What follows belongs to an exercise in optimizing a design on an open flow for small area, a short achievable clock period and few clock cycles per item; a production flow would make more cautious choices. The RTL of this run was laid out without a check of its function. Power figures rest on the tool's default switching activity, not on a simulated workload.

<file path="flow/design.v">
package pixel_pkg;
    typedef logic [24-1:0] pixel_t;
    typedef logic [$clog2(16+1)-1:0] col_t;
    typedef logic [$clog2(8+4)-1:0] row_t;
endpackage
package ctrl_pkg;
    typedef logic [2:0] bank_t;
    typedef enum logic [1:0] {
        FILL = 2'd0,
        RUN  = 2'd1,
        DONE = 2'd2
    } seq_state_e;
endpackage
module pixel_window (
    input  logic                      clk,
    input  logic                      rst_n,
    input  logic                      in_valid,
    output logic                      in_ready,
    input  pixel_pkg::pixel_t         in_pixel,
    output logic                      out_valid,
    input  logic                      out_ready,
    output pixel_pkg::pixel_t [15:0]  out_window,
    output logic                      frame_done
);
    localparam int W     = 16;
    localparam int H     = 8;
    localparam int PB    = 24;
    localparam int NPIX  = W * H;
    localparam int NELEM = W * (H + 2);
    localparam int CW    = $clog2(W);
    localparam int SW    = $clog2(NELEM + 1);
    typedef logic [PB-1:0] pixel_t;
    pixel_t          skid;
    logic            skid_v;      
    logic            virt;        
    logic            pend;        
    logic            top_row;     
    logic            win_flag;    
    logic            last;        
    logic [SW-1:0]   elem;        
    logic [SW-1:0]   elem_inc;
    logic            acc;
    logic            in_block;    
    logic            shift;
    logic            skid_v_next;
    logic            virt_next;
    pixel_t          new_elem;
    pixel_t          chain_last;   
    assign in_ready = !in_block;
    assign acc      = in_valid && !in_block;
    assign shift    = (pend || acc) && (!out_valid || out_ready);
    assign new_elem = virt ? chain_last : (skid_v ? skid : in_pixel);
    assign skid_v_next  = skid_v ? !shift : (acc && !shift);
    assign elem_inc     = elem + SW'(1);
    assign virt_next    = shift ? (elem_inc >= SW'(NPIX)) : virt;
    always_ff @(posedge clk or negedge rst_n) begin
        if (!rst_n) begin
            in_block   <= 1'b0;
            skid_v     <= 1'b0;
            virt       <= 1'b0;
            pend       <= 1'b0;
            top_row    <= 1'b1;
            win_flag   <= 1'b0;
            last       <= 1'b0;
            elem       <= '0;
            out_valid  <= 1'b0;
            frame_done <= 1'b0;
        end else begin
            skid_v    <= skid_v_next;
            in_block  <= skid_v_next || virt_next;
            if (shift) begin
                elem     <= elem_inc;
                top_row  <= (elem_inc < SW'(W));
                win_flag <= (elem_inc[SW-1:CW] >= (SW-CW)'(2)) && (elem_inc[CW-1:0] >= CW'(3));
                last     <= (elem_inc == SW'(NELEM));
            end
            virt      <= virt_next;
            pend      <= skid_v_next || (shift ? (virt_next && elem_inc != SW'(NELEM))
                                               : (virt && !last));
            out_valid <= shift ? win_flag : (out_valid && !out_ready);
            if (out_valid && out_ready && last) begin
                frame_done <= 1'b1;
            end
        end
    end
    always_ff @(posedge clk) begin
        if (acc && !shift) begin
            skid <= in_pixel;
        end
    end
    logic   shift_q;
    pixel_t taps   [0:3][0:3];
    pixel_t body   [0:2][4:W-1];
    pixel_t tap_d  [0:2];
    pixel_t seg_out[0:2];
    always_ff @(posedge clk or negedge rst_n) begin
        if (!rst_n) begin
            shift_q <= 1'b0;
        end else begin
            shift_q <= shift;
        end
    end
    for (genvar k = 0; k < 3; k++) begin : g_seg
        assign seg_out[k] = shift_q ? body[k][W-2] : body[k][W-1];
        always_ff @(posedge clk) begin
            tap_d[k] <= taps[k][3];
            if (shift_q) begin
                body[k][4] <= tap_d[k];
                for (int p = 5; p < W; p++) begin
                    body[k][p] <= body[k][p-1];
                end
            end
        end
    end
    assign chain_last = seg_out[0];
    always_ff @(posedge clk) begin
        if (shift) begin
            for (int k = 0; k < 4; k++) begin
                for (int p = 1; p < 4; p++) begin
                    taps[k][p] <= taps[k][p-1];
                end
            end
            taps[0][0] <= new_elem;
            taps[1][0] <= top_row ? new_elem : seg_out[0];
            taps[2][0] <= seg_out[1];
            taps[3][0] <= seg_out[2];
        end
    end
    always_comb begin
        for (int j = 0; j < 4; j++) begin
            for (int i = 0; i < 4; i++) begin
                out_window[j*4 + i] = taps[3-j][3-i];
            end
        end
    end
endmodule
</file>
<file path="flow/flow/run.sh">
#!/bin/bash
# The standard layout, with plain buffers on the ports instead of the delay cells that
# buffer_ports would otherwise pick.
set -euo pipefail
export BUFFER_PORTS_ARGS="-buffer_cell sky130_fd_sc_hd__buf_2"
bash standard.sh > standard.log 2>&1
</file>
<file path="flow/standard.sh">
#!/bin/bash
# synth_recipe.tcl (not shown) runs the flow's synth.tcl, then flattens the netlist and writes it again
# the make line also repeats each setting of config.mk as NAME=value (left out here)
make -C /OpenROAD-flow-scripts/flow DESIGN_CONFIG=/design/flow/config.mk WORK_HOME=/design/flow/orfs CLKGATE_MAP_FILE= SYNTH_SCRIPT=/design/flow/synth_recipe.tcl "${@:-finish}"
</file>
<file path="flow/config.mk">
export PLATFORM = sky130hd
export DESIGN_NAME = pixel_window
export DESIGN_NICKNAME = pixel_window
export VERILOG_FILES = /design/flow/design.v
export SDC_FILE = /design/flow/constraint.sdc
export NUM_CORES = 4
export LEC_CHECK = 0
export CAP_MARGIN = 20
export CORE_MARGIN = 2
export CORE_UTILIZATION = 65
export CTS_CLUSTER_DIAMETER = 60
export CTS_CLUSTER_SIZE = 30
export PLACE_DENSITY = 0.75
export SETUP_SLACK_MARGIN = 2.8
export SLEW_MARGIN = 20
export TNS_END_PERCENT = 5
</file>
<file path="flow/constraint.sdc">
create_clock -name core_clock -period 5.0 [get_ports {clk}]
set_input_delay 1.0000 -clock core_clock [delete_from_list [all_inputs] [get_ports {clk}]]
set_output_delay 1.0000 -clock core_clock [all_outputs]
set_load 0.01 [all_outputs]
</file>
==> reports/results.tsv <==
metric	value	unit
crit_family	flip-flops	
cts_root_buf	clkbuf_16	
htreeDepth	2	
gp_congestion	0.803	
r2r_end	taps[4][14]$_DFFE_PP_	
core_area	63200	um2
synth_compound_area_frac	0.00701	
fin_cells	3054	
ios	415	
synth_edf_count	1200	
comb_power_share	0.180	
status	finished clean	
fin_nets	2189	
synth_top_cells_by_area	edfxtp_1 (87%), dfxtp_1 (6.9%), mux2i_1 (1.8%), mux2_2 (1.3%), dfrtp_1 (1.0%)	
seq_area_frac_synth	0.947	
drt-total-wl	59.4	mm
dr.pass1.iters	5	
grt_use_total	0.177	
synth_top_family_by_area	multiplexers	
cts_hold_buf	0	
multi_input_comb_area	1990	um2
cts_tree	built	
placed_cells	2925	
cts_buffers	60	
drtIter0Drc	1399	
synthFlopType	edfxtp_1	
yosysTopAreaCellShare	0.866	
die_x	257	um
cp_slowest_cell	edfxtp_1	
critPathArrivalTime	1320	ps
grt_pass1_wl	90.3	mm
max_freq	431	MHz
critPathCaptureType	output port	
crit-reg2reg-launch	skid_v$_DFF_PN0_	
wl_per_cell	19.5	um
slowest_delay	510	ps
min_period	2320	ps
io_buffer_count	414	
syn2layout_area_growth	13.7	%
vias_per_cell	5.27	
hold_ws	256	ps
clk_pin_slew	110	ps
syn-cell-area	41600	um2
p_seq_frac	0.654	
clk_path_buf_depth	3	
timing.critical_path.cells	buf_6	
power.leakage	17.5	nW
slew_headroom	0.381	
drive_gt1_frac	0.289	
synthSimpleGateAreaFrac	0.00683	
seqCellArea	39400	um2
min_period_over_period	0.464	
cellInternalPower	25.7	mW
finalHoldViolations	0	
switching_share	0.278	
die_h	257	um
yosys_warnings	5	
die-area	66000	um2
clk-insertion-delay-late	660	ps
r2r_slack	3030	ps
num_vias	16100	
start_util	0.658	
report.final.slew_viol_count	0	
power_density	752	nW/um2
yosysTopAreaCell	edfxtp_1	
synthMuxAreaShare	0.0306	
post_dp_cell_area	45000	um2
setup_viol	0	
synth_fa_ha_area_frac	0.000902	
design_area	47300	um2
clock_power_share	0.166	
grt_remaining_overflow	0	
dp_hpwl	35.9	mm
fin_ws	2680	ps
synth-seq-cells	1362	
syn_inst	1647	
ys_types	49	
num_rows	92	
synth-xor-area-share	0.00168	
cts.sinks	1362	
rsz0062_at_grt	yes	
crit_required	4000	ps
grt_pass1_vias	15800	
startpoint_type	flop	
synth_nets	1678	
power.switching	9.89	mW
path_buf_inv	1	
maxCapViolations	0	
hold_path.class	in -> async	
antenna_found_initial	3	
async_flop_share	0.0132	
postSynthAreaPerCell	25.3	um2
tightest_slew	929	ps
drc_errors	0	
critPathKind	reg -> out	
fillCellCount	3394	
n_antenna_cell	0	
r2r_cells	4	
place_ws	1860	ps
critPathMaxFanout	2	
clock_skew	32.5	ps
ir_drop	0.000603	V
drtAntennaViolNets	0	
grt_start_max_net_pins	145	
## cell type report
class                           count  area share
Clock buffer                       79      0.0350
Inverter                           29     0.00286
Timing Repair inverter              1    0.000238
Tap cell                          846      0.0224
Multi-Input combinational cell    233      0.0422
Sequential cell                  1362       0.833
Clock inverter                     33     0.00789
Timing Repair Buffer              471      0.0568
## power by group through the flow
stage	logic [mW]	registers, mW	clock network [mW]
2_1_floorplan	1.47	23.0	0
3_3_place_gp	5.89	23.3	0
3_5_place_dp	6.15	23.6	0
4_1_cts	6.40	23.4	6.06
5_1_grt	6.95	23.9	6.42
6_report	6.41	23.3	5.88
## synthesized netlist by cell type, drive strengths merged, types with 2 or more instances
cell type / number
edfxtp: 1200
dfxtp: 144
mux2i: 73
mux2: 48
nand2: 30
inv: 29
o21ai: 27
buf: 20
dfrtp: 17
xnor2: 7
nor2: 5
and2: 4
nand3: 4
a21oi: 3
and4: 3
clkbuf: 3
ha: 3
nor3: 3
a21boi: 2
a31o: 2
a31oi: 2
nor2b: 2
## logic make-up (layout without fill, tap and decap cells)
group                    count (synthesis)  count (layout)
flip-flops                            1362            1362
multiplexers                           121             121
AND/OR/NAND/NOR                         57              57
buffers and inverters                   52             613
AO/OA/AOI/OAI                           44              44
XOR/XNOR                                 8               8
adder cells (fa/ha/maj)                  3               3
## cell usage in the layout, fill, tap and decap left out, types with 9 or more instances in the layout
cell type     n
edfxtp_1   1200
buf_2       413
dfxtp_1     144
mux2i_1      73
clkbuf_16    61
buf_4        44
mux2_2       38
nand2_1      30
inv_1        28
o21ai_0      26
dfrtp_1      14
clkbuf_1     12
buf_12       11
mux2_4       10
inv_8         9
## state kept, by name, summed over array words and instances, names as in the netlist
name,flops
virt,1
elem,8
skid,24
skid_v,1
win_flag,1
tap_d,72
out_valid,1
pend,1
in_block,1
frame_done,1
taps,384
shift_q,1
top_row,1
last,1
body,864
## per-stage QoR
stage,util,TNS [ps],power [mW]
after detailed placement,0.712,0,29.8
after CTS,0.747,0,35.9
after global routing,0.748,0,37.3
after floorplan,-,-4757480,24.4
final,0.748,0,35.5
after global placement,0.712,0,29.2
## layer usage
metal / global-route usage / vias to the layer above / part of all wire
met3: 0.0354 / 86 / 0.063
met5: 0 / - / 0
met1: 0.263 / 8123 / 0.44
met2: 0.276 / 478 / 0.47
li1: - / 7416 / -
met4: 0.0531 / 0 / 0.024
## worst max path at each step
stage / start / end / slack [ps] / cells past startpoint
final: taps[10][3]$_DFFE_PP_ / out_window[123] / 2680 / 1
after global routing: taps[10][3]$_DFFE_PP_ / out_window[123] / 2620 / 1
after CTS: taps[9][18]$_DFFE_PP_ / out_window[162] / 2630 / 1
after detailed placement: out_ready / elem[2]$_DFFE_PN0P_ / 1860 / 7
after global placement: out_ready / elem[5]$_DFFE_PN0P_ / 1940 / 7
after floorplan: shift_q$_DFF_PN0_ / taps[4][11]$_DFFE_PP_ / -6060 / 6
## what timing repair did
action | CTS | global route
pin swaps | 0 | 1
cloned | 0 | 1
endpoints found under the setup margin | 1125 | 584
buffers inserted | 9 | 7
resized for setup | 2 | 4

[separate check: timing with driven ports]
The results above use ideal ports. As a check the final layout listed here was re-extracted and re-timed, cells and wires unchanged. Step 1 assumes that a clkbuf_16 drives the clock port and a buf_2 every other input. Step 2 moves the port delays by t, midway between the first and last clock arrival at a register: inputs arrive t later, outputs are due t later. That takes back most of the time a late clock gives input paths. a / b / c = ideal / step 1 / step 2; a / b = the first two.
t (ns): 0.702
setup slack, ns: 2.680 / 2.620 / 2.433
hold WS [ns]: 0.256 / 0.220 / 0.358
worst setup path at the end: input to register
cell pins on the clock port's net: 1
After both steps setup and hold are still met in this run. The setup slack of this run moves by -0.060 ns with the drivers and by -0.247 ns with both steps.
